Source: an optimization exercise on an open RTL-to-GDS flow (aim: small area, a short achievable clock period and few clock cycles per item). Production flows keep margins and buffers that such runs may drop.
Only simulation tests tie the RTL to the original design; equivalence was not proved.
Power is estimated from default activity; no workload was simulated.

## flow/run.sh

```bash
#!/bin/bash
# synth_recipe.tcl (not shown) runs the flow's synth.tcl, then flattens the netlist and writes it again
# the make line also repeats each setting of config.mk as NAME=value (left out here)
make -C /OpenROAD-flow-scripts/flow DESIGN_CONFIG=/design/flow/config.mk WORK_HOME=/design/flow/orfs CLKGATE_MAP_FILE= SYNTH_SCRIPT=/design/flow/synth_recipe.tcl finish
```

## flow/constraint.sdc

```tcl
create_clock -name core_clock -period 4.5 [get_ports {clk_net}]
set_input_delay 0.9000 -clock core_clock [delete_from_list [all_inputs] [get_ports {clk_net}]]
set_output_delay 0.9000 -clock core_clock [all_outputs]
set_load 0.01 [all_outputs]
```

## flow/design.v

```verilog
package pkt_match_pkg;
  typedef logic [3-1:0]              len_t;
  typedef logic [4-1:0]         word_off_t;
  typedef logic [$clog2(8)-1:0] byte_off_t;
  typedef logic [4-1:0]              buf_id_t;
  typedef logic [8*8-1:0]       data_t;
  typedef logic [4*8-1:0]       type_val_t;
  typedef struct packed {
    logic  sop;
    logic  eop;
    len_t  length;
    data_t data;
  } pkt_word_t;
  typedef struct packed {
    pkt_word_t word;
    logic      hit;
    buf_id_t   buffer;
  } tagged_word_t;
  typedef struct packed {
    logic      valid;
    word_off_t word_off;
    data_t     value;
    buf_id_t   buffer;
  } sym_entry_t;
  typedef enum logic {
    IDLE      = 1'b0,
    IN_PACKET = 1'b1
  } match_state_t;
endpackage
module word_matcher
(
  input  logic                                        clk_net,
  input  logic                                        rst,
  input  logic                                        accept,
  input  logic                                        in_sop,
  input  logic                                        in_eop,
  input  logic [3-1:0]                        in_length,
  input  logic [8*8-1:0]                 in_data,
  input  logic [4-1:0]                   type_word,
  input  logic [$clog2(8)-1:0]           type_off,
  input  logic [4*8-1:0]                 type_value,
  input  logic [4-1:0]                  sym_valid,
  input  logic [4*4-1:0]   sym_word,
  input  logic [4*8*8-1:0] sym_value,
  input  logic [4*4-1:0]        sym_buffer,
  output logic                                        rv,
  input  logic                                        mv,
  output logic                                        push,
  output logic [2+3+8*8+1+4-1:0] tword
);
  localparam int OFF_W = 4;
  localparam int DW    = 8*8;
  localparam int NS    = 4;
  localparam int BW    = 4;
  logic                     sop_r, eop_r;
  logic [3-1:0]     len_r;
  logic [DW-1:0]            data_r;
  logic [OFF_W-1:0]         type_word_r;
  logic [2:0]               type_off_r;
  logic [31:0]              type_value_r;
  logic [NS-1:0]            sym_valid_r;
  logic [NS*OFF_W-1:0]      sym_word_r;
  logic [NS*DW-1:0]         sym_value_r;
  logic [NS*BW-1:0]         sym_buffer_r;
  logic                     in_pkt_r;
  logic [OFF_W-1:0]         off_r;
  logic                     tseen_r, sseen_r;
  logic [BW-1:0]            buf_r;
  always_ff @(posedge clk_net) begin
    if (rst) begin
      rv <= 1'b0;
    end else if (accept) begin
      rv <= 1'b1;
    end else if (mv) begin
      rv <= 1'b0;
    end
  end
  always_ff @(posedge clk_net) begin
    if (accept) begin
      sop_r  <= in_sop;
      eop_r  <= in_eop;
      len_r  <= in_length;
      data_r <= in_data;
    end
    if (accept && in_sop) begin
      type_word_r  <= type_word;
      type_off_r   <= type_off;
      type_value_r <= type_value;
      sym_valid_r  <= sym_valid;
      sym_word_r   <= sym_word;
      sym_value_r  <= sym_value;
      sym_buffer_r <= sym_buffer;
    end
  end
  logic             pkt_word;
  logic [OFF_W-1:0] cur_off;
  logic [31:0]      tsel;
  logic             type_hit;
  logic             sym_hit;
  logic [BW-1:0]    sym_buf;
  logic             tacc, sacc, verdict;
  logic [BW-1:0]    bacc;
  assign pkt_word = sop_r | in_pkt_r;
  assign cur_off  = sop_r ? '0 : off_r;
  always_comb begin
    case (type_off_r)
      3'd0:    tsel = data_r[31:0];
      3'd1:    tsel = data_r[39:8];
      3'd2:    tsel = data_r[47:16];
      3'd3:    tsel = data_r[55:24];
      default: tsel = data_r[63:32];
    endcase
    type_hit = (cur_off == type_word_r) && (type_off_r <= 3'd4) &&
               ({1'b0, len_r} >= {1'b0, type_off_r} + 4'd3) && (tsel == type_value_r);
  end
  always_comb begin
    sym_hit = 1'b0;
    sym_buf = '0;
    for (int k = 0; k < NS; k++) begin
      if (sym_valid_r[k] && sym_word_r[k*OFF_W +: OFF_W] == cur_off && len_r == 3'd7 &&
          data_r == sym_value_r[k*DW +: DW]) begin
        sym_hit = 1'b1;
        sym_buf = sym_buffer_r[k*BW +: BW];
      end
    end
  end
  assign tacc    = (~sop_r & tseen_r) | type_hit;
  assign sacc    = (~sop_r & sseen_r) | sym_hit;
  assign bacc    = sym_hit ? sym_buf : buf_r;
  assign verdict = eop_r & tacc & sacc;
  assign push  = rv & pkt_word;
  assign tword = {sop_r, eop_r, len_r, data_r, verdict, verdict ? bacc : {BW{1'b0}}};
  always_ff @(posedge clk_net) begin
    if (rst) begin
      in_pkt_r <= 1'b0;
    end else if (mv && pkt_word) begin
      in_pkt_r <= ~eop_r;
    end
  end
  always_ff @(posedge clk_net) begin
    if (mv && pkt_word) begin
      off_r   <= (cur_off == '1) ? cur_off : cur_off + 1'b1;
      tseen_r <= tacc;
      sseen_r <= sacc;
      buf_r   <= bacc;
    end
  end
endmodule
module egress_stage
#(
  parameter int W = 2 + 3 + 8*8 + 1 + 4
)
(
  input  logic         clk_net,
  input  logic         rst,
  input  logic         out_rdy,
  output logic         out_vld,
  output logic [W-1:0] out_word,
  output logic         room,
  output logic         sk_vld,
  input  logic         push,
  input  logic [W-1:0] push_word
);
  logic [W-1:0] sk_word;
  logic         out_en;
  assign room   = ~sk_vld | out_rdy;
  assign out_en = ~out_vld | out_rdy;
  always_ff @(posedge clk_net) begin
    if (rst) begin
      out_vld <= 1'b0;
      sk_vld  <= 1'b0;
    end else begin
      if (out_en) begin
        out_vld <= sk_vld | push;
      end
      if (sk_vld) begin
        if (out_rdy) sk_vld <= push;
      end else begin
        sk_vld <= push & out_vld & ~out_rdy;
      end
    end
  end
  always_ff @(posedge clk_net) begin
    if (out_en) begin
      out_word <= sk_vld ? sk_word : push_word;
    end
    if (room) begin
      sk_word <= push_word;
    end
  end
endmodule
module pkt_match_top
(
  input  logic                                        clk_net,
  input  logic                                        rst,
  input  logic                                        in_vld,
  output logic                                        in_rdy,
  input  logic                                        in_sop,
  input  logic                                        in_eop,
  input  logic [3-1:0]                        in_length,
  input  logic [8*8-1:0]                 in_data,
  input  logic [4-1:0]                   type_word,
  input  logic [$clog2(8)-1:0]           type_off,
  input  logic [4*8-1:0]                 type_value,
  input  logic [4-1:0]                  sym_valid,
  input  logic [4*4-1:0]   sym_word,
  input  logic [4*8*8-1:0] sym_value,
  input  logic [4*4-1:0]        sym_buffer,
  input  logic                                        out_rdy,
  output logic                                        out_vld,
  output logic                                        out_sop,
  output logic                                        out_eop,
  output logic [3-1:0]                        out_length,
  output logic [8*8-1:0]                 out_data,
  output logic                                        out_hit,
  output logic [4-1:0]                        out_buffer
);
  localparam int W = 2 + 3 + 8*8 + 1 + 4;
  logic         rdy_r;
  logic         accept;
  logic         rv, mv, push, room, sk_vld;
  logic [W-1:0] tword, out_word;
  logic         rv_next, sk_next;
  assign in_rdy = rdy_r;
  assign accept = in_vld & rdy_r;
  assign mv     = rv & room;
  word_matcher u_matcher (
    .clk_net    (clk_net),
    .rst        (rst),
    .accept     (accept),
    .in_sop     (in_sop),
    .in_eop     (in_eop),
    .in_length  (in_length),
    .in_data    (in_data),
    .type_word  (type_word),
    .type_off   (type_off),
    .type_value (type_value),
    .sym_valid  (sym_valid),
    .sym_word   (sym_word),
    .sym_value  (sym_value),
    .sym_buffer (sym_buffer),
    .rv         (rv),
    .mv         (mv),
    .push       (push),
    .tword      (tword)
  );
  egress_stage #(.W(W)) u_egress (
    .clk_net   (clk_net),
    .rst       (rst),
    .out_rdy   (out_rdy),
    .out_vld   (out_vld),
    .out_word  (out_word),
    .room      (room),
    .sk_vld    (sk_vld),
    .push      (push & room),
    .push_word (tword)
  );
  assign rv_next = accept | (rv & ~room);
  assign sk_next = sk_vld ? (~out_rdy | push) : (push & out_vld & ~out_rdy);
  always_ff @(posedge clk_net) begin
    if (rst) begin
      rdy_r <= 1'b1;
    end else begin
      rdy_r <= ~(rv_next & sk_next);
    end
  end
  assign {out_sop, out_eop, out_length, out_data, out_hit, out_buffer} = out_word;
endmodule
```

## flow/config.mk

```make
export PLATFORM = sky130hd
export DESIGN_NAME = pkt_match_top
export DESIGN_NICKNAME = pkt_match_top
export VERILOG_FILES = /design/flow/design.v
export SDC_FILE = /design/flow/constraint.sdc
export NUM_CORES = 4
export LEC_CHECK = 0
export ABC_CLOCK_PERIOD_IN_PS = 2000
export CAP_MARGIN = 20
export CORE_MARGIN = 2
export CORE_UTILIZATION = 40
export SETUP_SLACK_MARGIN = 2.5
export SLEW_MARGIN = 20
```

==> results.txt, run 1 <==
* Most common cell in the synthesized netlist: edfxtp_1
- After detailed routing, the number of remaining DRC violations is 0.
* Initial standard-cell utilization of the core: roughly two fifths
* Skew-Pair Late Insertion Delay: 630 ps
* Non-Filler Cell Area, Final: ~33,000 sq um
- Row count: 88
- RSZ-0062 raised after global routing: yes
- Dividing the final minimum period by the clock period gives about 73%.
- In the routed layout, each cell is associated on average with a via count of ~5.6.
* Sum of net half-perimeters after detailed placement: 66,170 microns
- Layout Nets: 2,616
- The layout has between 4,000 and 5,000 filler cells.
* Number of port buffers: 479
- Yosys synthesis warning count: 3
* Placer's final routability congestion estimate: between 0.8 and 0.9
- Dominant cells by area after synthesis: edfxtp_1, xnor2_1, xor2_1, mux2_2, nand4_1
* Clock transition at the registers of the reported paths: around 70 ps
* DR vias: between 15,000 and 20,000
- Status: timing/DRC/antenna clean
- Final WL: a little under 100,000 microns
- The tree is rooted in a clkbuf_16.
- In this run the static leakage power is about 12 nW.
- Cell area after placement: 29,410 sq um
- Setup tns final: 0 ps
* Maximum ir drop on the vdd rail: 0.2847 mV
* Async set or reset register ratio after synthesis: 0%
- Total global-route track usage: 31.17%
* Least-Margin Pin Slew: 805.1 ps
- Part of the Yosys area used for sequential elements: 71.56%
- Count of flip-flops with a built-in enable after synthesis: 558
- For this run the aggregate overflow at the end of global routing stands at 0.
- TritonCTS built the clock tree.
- Required time worst endpoint: approximately 5000 ps
- The top cell type by area accounts for ~70% of the synthesized area.
* Max Freq: 304.5 MHz
- Slew Limit Headroom: 45.76%
- The worst setup path is captured at a register.
* CTS H-tree lvls: 2
* Pin count of the biggest net entering global routing: 75
- Die width: 246.7 microns
- Maximum buffer depth of the clock tree: 3
- Via count of the first global-routing pass: between 15,000 and 20,000
- Ratio of total power to cell area: 368.0 nW/um^2
* Final setup violation count: 0
* Count of TritonRoute iterations in the first routing pass: 5
- The final number of hold-violating endpoints was 0.
* Area leader, netlist: edfxtp_1
- Total Die Area: 60,840 sq um
* Mean Syn Cell Area: roughly 16 sq um
* Share of final-layout standard cells stronger than drive strength 1: 24.01%
- Kind of launch point of the worst setup path: register
- In this run the count of I/O pins placed on the die edge is 480.
- Summing internal, switching and leakage power gives approximately 12 mW.
- In this run the worst path has a maximum fanout of 6.
- Arrival time worst endpoint: about 3800 ps
* Worst hold path type: register to register
- The synthesized design contains 563 register bits.
- Post-cts hold buffer count: 0
* Starting DRT DRC Count: 1,796
- From bottom edge to top edge, the die measures 246.7 microns.
* Clock buffers created by TritonCTS: 57
* Gate Count Post-Synth: 1,519
- Relative to the synthesized area, the layout overhead comes to 41.48%.
- Most used DFF post-synth: edfxtp_1
- The clock arrives with approximately 23 ps of skew.
* Antenna violations before repair: 6
* Crit Path Category: register to register
* Min Tclk post-route: 3285 ps
- The tree built by TritonCTS fans out to 563 sinks.
* Average wire per standard cell: 32.00 microns
- Post-Syn Nets: 1,932
* Cell area after synthesis: 23,550 sq um
- Count of different cell masters after synthesis: 68
- Commonest cells in the netlist: edfxtp_1, xnor2_1, xor2_1
- The region available for standard cell placement spans 57,920 sq um.
- The final-report max-slew violation count is 0.
* Antenna-violating nets left: 0
- Wire length of the first global-routing pass: 128,900 microns
- Total of max-cap violations: 0
[path summary, 6_finish.rpt]
check,startpoint,to,slack [ps],cells after the start
setup / recovery,u_matcher.type_off_r[1],u_egress.out_word[3],1220,13
hold / removal,u_matcher.data_r[33],u_egress.sk_word[38],490,0
setup reg to reg,u_matcher.type_off_r[1],u_egress.out_word[3],1220,13
hold reg to reg,u_matcher.data_r[33],u_egress.sk_word[38],490,0
[final cells by class]
cell class	count	area, sq um	share of cell area [%]
repair buffers	718	6774	20.33
flip-flops and latches	563	16860	50.61
diodes	1	2.502	0.007509
inverters	66	259.0	0.7772
clock inverters	32	235.2	0.7059
well taps	765	957.2	2.872
clock buffers	73	1548	4.644
multi-input cells	797	6684	20.06
[state kept, by name, indices dropped and copies added, names as in the netlist]
signal                  count
rdy_r                       1
u_egress.out_vld            1
u_egress.out_word          74
u_egress.sk_vld             1
u_egress.sk_word           74
u_matcher.buf_r             4
u_matcher.data_r           64
u_matcher.eop_r             1
u_matcher.in_pkt_r          1
u_matcher.len_r             3
u_matcher.off_r             4
u_matcher.rv                1
u_matcher.sop_r             1
u_matcher.sseen_r           1
u_matcher.sym_buffer_r     16
u_matcher.sym_valid_r       4
u_matcher.sym_value_r     256
u_matcher.sym_word_r       16
u_matcher.tseen_r           1
u_matcher.type_off_r        3
u_matcher.type_value_r     32
u_matcher.type_word_r       4
[cell usage in the layout, fill, tap and decap left out, types with 30 or more instances in the layout]
cell type        netlist  final
o21ai_0               48     43
buf_2                 29     72
xnor2_1              156    143
edfxtp_1             558    558
xor2_1                88     88
clkdlybuf4s50_1        0    402
nand4_1               47     47
a22o_1                31     30
clkbuf_16              0     61
buf_4                  1    190
nand2_1               52     52
inv_1                 66     60
mux2_2                42     42
[metal layers]
layer | part of all wire, % | up-vias | track usage [%]
met5 | 0.022 | - | 0
met4 | 3.9 | 4 | 11.29
met3 | 8.6 | 162 | 5.209
met2 | 47 | 989 | 49.55
met1 | 41 | 8674 | 43.27
li1 | - | 7199 | -
[logic make-up (layout without fill, tap and decap cells)]
logic type      Yosys count  count (layout)  share of synthesized area [%]
flops                   563             563                          71.56
simple gates            250             254                          6.220
xor+xnor                244             244                          9.073
compound gates          243             243                          7.570
buf+inv                 163             889                          2.874
mux                      47              47                          2.220
fa+ha+maj                 9               9                         0.4781
other cells               0               1                              0
[per-stage QoR]
step,hold WS (ps),worst slack [ps],utilization (%),instances
floorplan,420.6,767.5,-,1519
global placement,457.2,699.4,50.79,2711
detailed placement,474.5,570.3,50.79,2711
CTS,486.1,1237,56.57,2978
global route,509.8,1165,57.54,3015
finish,493.2,1216,57.54,3015
[power by group]
group	switching, mW	internal, mW
logic	0.730	0.737
clock network	2.05	2.54
registers	0.159	6.05
[worst max-delay path: stages (launching register included)]
cell	delay [ps]
edfxtp_1	460
buf_6	160
ha_4	180
buf_12	140
or4_4	570
nand2_8	140
a311o_1	220
o31ai_4	100
nor4_2	270
nand4_1	190
a211oi_4	250
buf_6	160
nand4_4	130
o21ai_2	160
[what timing repair did]
action / 4_1_cts / 5_1_grt
setup endpoints to repair: 592 / 246
pin swaps: 36 / 28
buffers inserted: 155 / 33
endpoints found under the hold margin: 0 / 0
gates resized for setup: 390 / 47
cloned: 7 / 3
Testbench counts, summed over its fixed seeds: cycles 17,517, words 13,509.
==> run 2, diff against run 1 <==
--- a/flow/config.mk
+++ b/flow/config.mk
@@ -7,3 +7,2 @@
 export LEC_CHECK = 0
-export ABC_CLOCK_PERIOD_IN_PS = 2000
 export CAP_MARGIN = 20
@@ -11,3 +10,3 @@
 export CORE_UTILIZATION = 40
-export SETUP_SLACK_MARGIN = 2.5
+export SETUP_SLACK_MARGIN = 1.8
 export SLEW_MARGIN = 20
==> run 2 against run 1 <==
Sequential power about the same. Clock power increased by 5.7%. Register-to-register slack improved by 30 ps. Critical path type unchanged. Critical endpoint is now u_egress.out_word[2]. Largest cell class unchanged. Largest power group unchanged.
==> results.txt, run 2 <==
- Status: timing/DRC/antenna clean (unchanged).
- Placer's final routability congestion estimate: 0.9154 (was 0.8739)
- The net switching power of the design came to 2.907 mW (was 2.934 mW).
- The clock transition time at the flip-flop clock pins of the worst setup and hold paths is 60 ps (was 70 ps).
- The final critical-path required period came to 3258 ps (was 3285 ps).
- Slew Limit Headroom: 30.63% (was 45.76%)
- Maximum ir drop on the vdd rail: 0.2843 mV (was 0.2847 mV)
- The max-capacitance violation count came to 0 (unchanged).
- The floorplan die area came to 60,840 sq um (unchanged).
- Total global-route track usage: 30.14% (was 31.17%)
- Mean Syn Cell Area: 15.51 sq um (unchanged)
- The register name with the most flops is u_matcher.sym_value_r (unchanged).
* Part of the Yosys area used for sequential elements: 71.56% (unchanged)
- Starting DRT DRC Count: 1,778 (was 1,796)
- Clock share of power: 38.7% (was 37.4%)
- Worst Setup Slack post-DPL: 716.3 ps (was 570.3 ps)
- The endpoint of the lowest-slack register-to-register path is u_egress.out_word[2] (was u_egress.out_word[3]).
- The critical register-to-register path startpoint is u_matcher.type_off_r[0] (was u_matcher.type_off_r[1]).
- The launch point of the critical path was u_matcher.type_off_r[0] (was u_matcher.type_off_r[1]).
- The worst hold path depth came to 2 (was 0).
- The power density over cell area came to 372.8 nW/um^2 (was 368.0 nW/um^2).
- Skew-Pair Late Insertion Delay: 630 ps (about the same)
* Final setup violation count: 0 (unchanged)
- Via count of the first global-routing pass: 16,561 (was 16,550)
- Arrival time worst endpoint: 3740 ps (was 3760 ps)
* Synth top area share: 71.14% (unchanged)
- The critical path startpoint category is a register (unchanged).
- The total via count after detailed routing came to 16,829 (was 17,028).
- Most common cell in the synthesized netlist: edfxtp_1 (unchanged)
* Total grt overflow: 0 (unchanged)
- Average wire per standard cell: 31.30 microns (was 32.00 microns)
* Fraction of power spent switching nets: 23.17% (was 23.92%)
* Max FFs per register: 256 (unchanged)
- Final WL: 94,290 microns (was 96,490 microns)
- Top library cells by usage in the layout, fill and taps aside: edfxtp_1, clkdlybuf4s50_1, buf_4, xnor2_1, xor2_1 (unchanged).
- Layout Nets: 2,612 (was 2,616)
- The critical path required time was 4980 ps (about the same).
- Yosys synthesis warning count: 3 (unchanged)
- Internal Power: 9.637 mW (was 9.328 mW)
* Maximum buffer depth of the clock tree: 3 (unchanged)
- The pin count of the biggest net entering global routing was 80 (was 75).
* Sum of net half-perimeters after detailed placement: 66,650 microns (was 66,170 microns)
- The via-per-instance ratio is 5.585 (was 5.648).
- RSZ-0062 raised after global routing: yes (unchanged)
- Leakage power total: 11.91 nW (was 11.94 nW)
- The quantity of I/O buffers inserted on ports came to 479 (unchanged).
- The count of filler cells inserted in the layout came to 4,616 (was 4,645).
- Largest fanout on the critical path: 13 (was 6)
- The area of the core is 57,920 sq um (unchanged).
- Post-route fraction of the period consumed by the critical path: 72.41% (was 72.99%)
* Count of flip-flops with a built-in enable after synthesis: 558 (unchanged)
- The number of nets in the synthesized netlist was 1,932 (unchanged).
- The async set-or-reset flop fraction in the synthesized netlist was 0% (unchanged).
- The number of routed nets with antenna violations was 0 (unchanged).
- The number of cells traversed by the worst register-to-register path was 14 (was 13).
* Most used DFF post-synth: edfxtp_1 (unchanged)
- Commonest cells in the netlist: edfxtp_1, xnor2_1, xor2_1 (unchanged)
- Die extent in y: 246.7 microns (unchanged)
* Cell area after synthesis: 23,550 sq um (unchanged)
- Die width: 246.7 microns (unchanged)
- Smallest setup slack after layout: 1242 ps (was 1216 ps)
* Crit Path Category: register to register (unchanged)
* Number of clock sinks seen by CTS: 563 (unchanged)
- Final number of hold-violating endpoints: 0 (unchanged)
- Synth-to-Final Area Change: 42.86% (was 41.48%)
- The H-tree depth came to 2 (unchanged).
* Post-cts hold buffer count: 0 (unchanged)
- The setup slack of the most critical reg-to-reg path is 1240 ps (was 1220 ps).
* Count of TritonRoute iterations in the first routing pass: 5 (unchanged)
* Registers with the most flip-flops: u_matcher.sym_value_r: 256 flops, u_egress.out_word: 74 flops, u_egress.sk_word: 74 flops (unchanged)
- Max Freq: 306.9 MHz (was 304.5 MHz)
- Residual DRC: 0 (unchanged)
- The most common cell after layout, fill and taps aside is edfxtp_1 (unchanged).
* Worst hold path type: register to register (unchanged)
- Setup crit end kind: register (unchanged)
* Io pins: 480 (unchanged)
- Dominant cells by area after synthesis: edfxtp_1, xnor2_1, xor2_1, mux2_2, nand4_1 (unchanged).
- The initial antenna violation count is 9 (was 6).
- Register bit total from synthesis: 563 (unchanged)
- Combinational cell fraction of total power: 11.8% (was 12.0%)
- Share of final-layout standard cells stronger than drive strength 1: 20.07% (was 24.01%)
- The end point of the critical path is u_egress.out_word[2] (was u_egress.out_word[3]).
- The CTS buffer count came to 57 (unchanged).
- Root Driver: clkbuf_16 (unchanged)
- CTS tree: yes (unchanged)
- Area leader, netlist: edfxtp_1 (unchanged)
* Row count: 88 (unchanged)
- Initial standard-cell utilization of the core: 40.67% (unchanged)
- The distinct cell type count of the synthesized netlist came to 68 (unchanged).
* Gate Count Post-Synth: 1,519 (unchanged)
* Final clock skew: 30.23 ps (was 23.44 ps)
* Least-Margin Pin Slew: 1037 ps (was 805.1 ps)
- The aggregate negative setup slack came to 0 ps (unchanged).
- Max Slew Vio Count: 0 (unchanged)
- The register share of total power was 49.5% (was 50.6%).
* Wire length of the first global-routing pass: 124,600 microns (was 128,900 microns)
==> run 2: critical path, cell delays in order (launching register included) <==
cell      delay, ps
edfxtp_1        480
buf_6           170
ha_4            170
buf_12          150
buf_4           140
a22o_1          180
a221oi_1        310
xnor2_1         170
nand4_1         190
a221oi_1        280
nand4_1         170
a211oi_2        220
buf_4           190
nand4_4         120
o21ai_1         160
==> run 2: repair_timing <==
| action | in CTS | in global routing |
|---|---|---|
| endpoints found under the setup margin | 64 | 64 |
| buffers inserted | 105 | 70 |
| cloned | 3 | 3 |
| gates resized for setup | 44 | 82 |
| pin swaps | 22 | 33 |
| endpoints found under the hold margin | 0 | 0 |
==> run 2: power by group through the flow <==
stage	Clock [mW]	Sequential [mW]	Combinational [mW]
2_1_floorplan	0	6.27	0.475
3_3_place_gp	0	6.39	1.19
3_5_place_dp	0	6.39	1.18
4_1_cts	4.92	6.23	1.37
5_1_grt	5.09	6.23	1.54
6_report	4.85	6.21	1.48
==> run 2: cell type report <==
| class | instances | area, sq um | area share, % |
|---|---|---|---|
| sequential | 563 | 16860 | 50.11 |
| timing repair buffer | 717 | 7053 | 20.96 |
| multi-input combinational | 793 | 6620 | 19.67 |
| clock buffer | 70 | 1496 | 4.447 |
| tap | 765 | 957.2 | 2.845 |
| clock inverter | 37 | 399.1 | 1.186 |
| inverter | 66 | 255.2 | 0.7586 |
| timing repair inverter | 1 | 5.005 | 0.01487 |
| antenna | 1 | 2.502 | 0.007437 |
==> run 2: through the flow <==
stage | utilization, % | total power, mW | area, sq um | hold slack [ps] | instances
after CTS | 56.29 | 12.51 | 32600 | 491.8 | 2939
after global routing | 58.10 | 12.86 | 33650 | 530.4 | 3013
after floorplan | - | 6.746 | 23610 | 420.6 | 1519
after detailed placement | 50.85 | 7.573 | 29450 | 479.8 | 2724
final | 58.10 | 12.54 | 33650 | 494.3 | 3013
after global placement | 50.84 | 7.575 | 29450 | 456.0 | 2724
==> run 2: worst min-delay path by stage <==
stage | start | endpoint | slack [ps]
3_5_place_dp | u_matcher.data_r[60] | u_egress.sk_word[65] | 480
6_report | u_matcher.in_pkt_r | u_matcher.in_pkt_r | 490
5_1_grt | u_matcher.in_pkt_r | u_matcher.in_pkt_r | 530
4_1_cts | u_matcher.data_r[60] | u_egress.sk_word[65] | 490
3_3_place_gp | u_matcher.in_pkt_r | u_matcher.in_pkt_r | 460
2_1_floorplan | u_matcher.data_r[12] | u_egress.sk_word[17] | 420
==> run 2: per-layer routing <==
metal	track usage, %	vias to the layer above	wire [microns]
met5	0	-	51
met4	14.83	8	4858
met3	8.096	210	9177
met2	46.47	1024	43100
met1	39.46	8407	37100
li1	-	7180	-
==> run 2: cell families after synthesis <==
| kind of cell | share of synthesized area (%) |
|---|---|
| buf+inv | 2.874 |
| mux | 2.220 |
| fa+ha+maj | 0.4781 |
| xor+xnor | 9.073 |
| flops | 71.56 |
| compound gates | 7.570 |
| simple gates | 6.220 |
==> run 3, diff against run 2 <==
--- a/flow/config.mk
+++ b/flow/config.mk
@@ -10,3 +10,2 @@
 export CORE_UTILIZATION = 40
-export SETUP_SLACK_MARGIN = 1.8
 export SLEW_MARGIN = 20
==> run 3 against run 2 <==
Utilization is 4.0 points lower. Register-to-register slack worse by 750 ps. Still clean. Synthesized cell count stayed put. Sequential power is 1% higher.
==> results.txt, run 3 <==
- The top cell type by total area after synthesis is edfxtp_1 (unchanged).
- The post-synth design cell area was 23,550 sq um (unchanged).
* Post-Syn Nets: 1,932 (unchanged)
- Max FFs per register: 256 (unchanged)
- Via count of the first global-routing pass: 15,627 (was 16,561)
* Skew-Pair Late Insertion Delay: 630 ps (about the same)
- The area of the core is 57,920 sq um (unchanged).
- Slew Limit Headroom: 32.86% (was 30.63%)
* CTS tree: yes (unchanged)
- Worst hold slack across all endpoints: 499.0 ps (was 494.3 ps)
- DR vias: 15,778 (was 16,829)
* Worst Setup Slack post-DPL: 539.0 ps (was 716.3 ps)
* Required time worst endpoint: 4870 ps (was 4980 ps)
- Placer's final routability congestion estimate: 0.8775 (was 0.9154)
- The met3 wire length came to 6392 microns (was 9177 microns).
- Vias/cell: 5.556 (was 5.585)
- Residual DRC: 0 (unchanged)
* Row count: 88 (unchanged)
- The final-stage net count is 2,436 (was 2,612).
- The final number of hold-violating endpoints is 0 (unchanged).
- The combined global-route utilization of all metal layers was 28.75% (was 30.14%).
- Root Driver: clkbuf_16 (unchanged)
* Count of flip-flops with a built-in enable after synthesis: 558 (unchanged)
- The initial antenna violation count was 6 (was 9).
- The category of the worst setup path capture point was a register (unchanged).
- The kind of critical path was register to register (unchanged).
* CTS H-tree lvls: 2 (unchanged)
* Most common cell in the synthesized netlist: edfxtp_1 (unchanged)
- Async set or reset register ratio after synthesis: 0% (unchanged)
- The number of hold-repair buffers added at the cts stage was 0 (unchanged).
- The height of the die came to 246.7 microns (unchanged).
- The final worst-path setup slack was 491.2 ps (was 1242 ps).
- Register bit total from synthesis: 563 (unchanged)
- Number of fill cells: 4,833 (was 4,616)
- Maximum ir drop on the vdd rail: 0.3707 mV (was 0.2843 mV)
- The arrival time reported for the critical path endpoint came to 4380 ps (was 3740 ps).
- The total number of clock tree sinks is 563 (unchanged).
* Total grt overflow: 0 (unchanged)
* Leakage power total: 10.73 nW (was 11.91 nW)
- Most used DFF post-synth: edfxtp_1 (unchanged)
* Clock transition at the registers of the reported paths: 60 ps (about the same)
- The first-pass iteration count of the detailed router was 5 (unchanged).
- Maximum buffer depth of the clock tree: 3 (unchanged)
- Total Die Area: 60,840 sq um (unchanged)
- RSZ-0062 raised after global routing: no (was yes)
- Top library cells by usage in the layout, fill and taps aside: edfxtp_1, clkdlybuf4s50_1, xnor2_1, xor2_1, inv_1 (was edfxtp_1, clkdlybuf4s50_1, buf_4, xnor2_1, xor2_1).
- The number of warnings reported in the yosys synthesis log is 3 (unchanged).
- Gates resized, CTS repair: 0 (was 44)
- Dominant cells by area after synthesis: edfxtp_1, xnor2_1, xor2_1, mux2_2, nand4_1 (unchanged)
- The worst hold path class was register to register (unchanged).
* Status: timing/DRC/antenna clean (unchanged)
* Cell area after placement: 29,420 sq um (was 29,450 sq um)
* Final clock skew: 28.43 ps (was 30.23 ps)
- Number of post-CTS setup repair buffers: 0 (was 105)
* Largest fanout on the critical path: 8 (was 13)
- Starting DRT DRC Count: 1,540 (was 1,778)
* Count of different cell masters after synthesis: 68 (unchanged)
- Post-route fraction of the period consumed by the critical path: 89.08% (was 72.41%)
* Synth-to-Final Area Change: 32.92% (was 42.86%)
* Clock buffers created by TritonCTS: 59 (was 57)
- Mean Syn Cell Area: 15.51 sq um (unchanged)
- Antenna-violating nets left: 0 (unchanged)
* Registers with the most flip-flops: u_matcher.sym_value_r: 256 flops, u_egress.out_word: 74 flops, u_egress.sk_word: 74 flops (unchanged)
- Commonest non-fill, non-tap cell in the layout: edfxtp_1 (unchanged)
- Final WL: 88,480 microns (was 94,290 microns)
- Commonest cells in the netlist: edfxtp_1, xnor2_1, xor2_1 (unchanged).
- The area share of the leading cell type in the synthesized netlist was 71.14% (unchanged).
- Final Total Pwr: 12.24 mW (was 12.54 mW)
- Gate Count Post-Synth: 1,519 (unchanged)
- The final critical-path required period is 4009 ps (was 3258 ps).
- Highest routed layer: met5 (unchanged)
- Io pins: 480 (unchanged)
- Total of max-cap violations: 0 (unchanged)
- The critical path startpoint category is a register (unchanged).
- The final-report max-slew violation count is 0 (unchanged).
* Sum of net half-perimeters after detailed placement: 66,350 microns (was 66,650 microns)
- The aggregate negative setup slack came to 0 ps (unchanged).
* Final setup violation count: 0 (unchanged)
- Initial standard-cell utilization of the core: 40.67% (unchanged)
- Number of port buffers: 479 (unchanged)
- The register name with the most flops is u_matcher.sym_value_r (unchanged).
* Wire length of the first global-routing pass: 120,100 microns (was 124,600 microns)
- The portion of the post-synthesis area used by sequential elements is 71.56% (unchanged).
- Routed length on met1: 37,900 microns (was 37,100 microns)
- The power density over cell area is 390.9 nW/um^2 (was 372.8 nW/um^2).
* Non-Filler Cell Area, Final: 31,310 sq um (was 33,650 sq um)
* Die width: 246.7 microns (unchanged)
- The fraction of final layout cells with drive strength greater than 1 came to 9.604% (was 20.07%).
- The routed wire length on met2 is 42,130 microns (was 43,100 microns).
- The transition time at the pin with the least slew margin is 997.9 ps (was 1037 ps).
* Average wire per standard cell: 31.15 microns (was 31.30 microns)
- Max Freq: 249.5 MHz (was 306.9 MHz)
- The pin count of the biggest net entering global routing came to 101 (was 80).
==> run 3: report_power, final <==
part,switching [mW],total (mW),internal (mW)
Clock,2.06,4.78,2.72
Sequential,0.249,6.30,6.05
Combinational,0.532,1.16,0.629
Total,2.84,12.2,9.40
==> run 3: cell type report <==
| class | instances | area (sq um) | share of cell area (%) |
|---|---|---|---|
| sequential | 563 | 16860 | 53.85 |
| multi-input combinational | 793 | 6038 | 19.29 |
| timing repair buffer | 540 | 5315 | 16.98 |
| clock buffer | 68 | 1531 | 4.892 |
| tap | 765 | 957.2 | 3.057 |
| clock inverter | 42 | 349.1 | 1.115 |
| inverter | 66 | 249.0 | 0.7953 |
| antenna | 3 | 7.507 | 0.02398 |
==> run 3: final timing paths <==
check | endpoint | start | depth (start not counted) | slack [ps]
worst max-delay path | u_egress.out_word[1] | u_matcher.data_r[62] | 10 | 490
worst min-delay path | u_egress.sk_word[69] | u_matcher.len_r[0] | 0 | 500
worst max register to register | u_egress.out_word[1] | u_matcher.data_r[62] | 10 | 490
worst min register to register | u_egress.sk_word[69] | u_matcher.len_r[0] | 0 | 500
==> run 3: stage by stage <==
stage | utilization (%) | std cells
global placement | 50.79 | 2727
detailed placement | 50.80 | 2727
finish | 54.06 | 2840
CTS | 54.04 | 2837
floorplan | - | 1519
global route | 54.05 | 2839
==> run 3: logic make-up (layout without fill, tap and decap cells) <==
group                    Yosys count  after routing  synth area share, %
flip-flops                       563            563                71.56
adder cells (fa/ha/maj)            9              9               0.4781
buffers and inverters            163            716                2.874
other                              0              3                    0
AND/OR/NAND/NOR                  250            250                6.220
XOR/XNOR                         244            244                9.073
AO/OA/AOI/OAI                    243            243                7.570
multiplexers                      47             47                2.220
==> run 3: worst max-delay path, stage by stage (launching register included) <==
cell and delay, ps:
edfxtp_1 880, xnor2_1 200, nand4_1 150, nor4_1 720
buf_4 250, nand3_1 260, or3_1 490, a311oi_1 320
o31ai_1 100, mux2i_1 290, o21ai_1 100
==> run 3: metal layers <==
layer | GRT usage (%) | up-vias
li1 | - | 6831
met1 | 40.77 | 8070
met2 | 46.47 | 779
met3 | 4.081 | 94
met4 | 7.814 | 4
met5 | 0 | -

## separate check: timing with driven ports
Ports are ideal in the flow. The routed layouts listed here were re-timed in OpenROAD. Step 1 (the two cells are an assumption about what drives the block):
set clk [get_ports {clk_net}]
set_driving_cell -lib_cell sky130_fd_sc_hd__clkbuf_16 $clk
set_driving_cell -lib_cell sky130_fd_sc_hd__buf_2 [delete_from_list [all_inputs] $clk]
Step 2 adds t to the input delays and takes it off the output delays; t is the mean of the earliest and latest rising clock arrival at the registers after step 1. Input paths then give back, and output paths get back, about the clock's delay inside the block. a / b / c = ideal / step 1 / step 2; a / b = the first two.
run | t (ns) | setup WS [ns] | clock arrival spread, ns | worst slew at a driven data input, ns
run 1 | 0.680 | 1.215 / 1.215 / 1.215 | 0.025 / 0.025 | 0.16
run 2 | 0.679 | 1.242 / 1.242 / 1.161 | 0.032 / 0.032 | 0.13
run 3 | 0.673 | 0.491 / 0.491 / 0.491 | 0.030 / 0.030 | 0.15
After both steps every run listed still meets setup and hold. The setup slack of run 2, which loses most, moves by 0.000 ns with the drivers and by -0.081 ns with both steps.
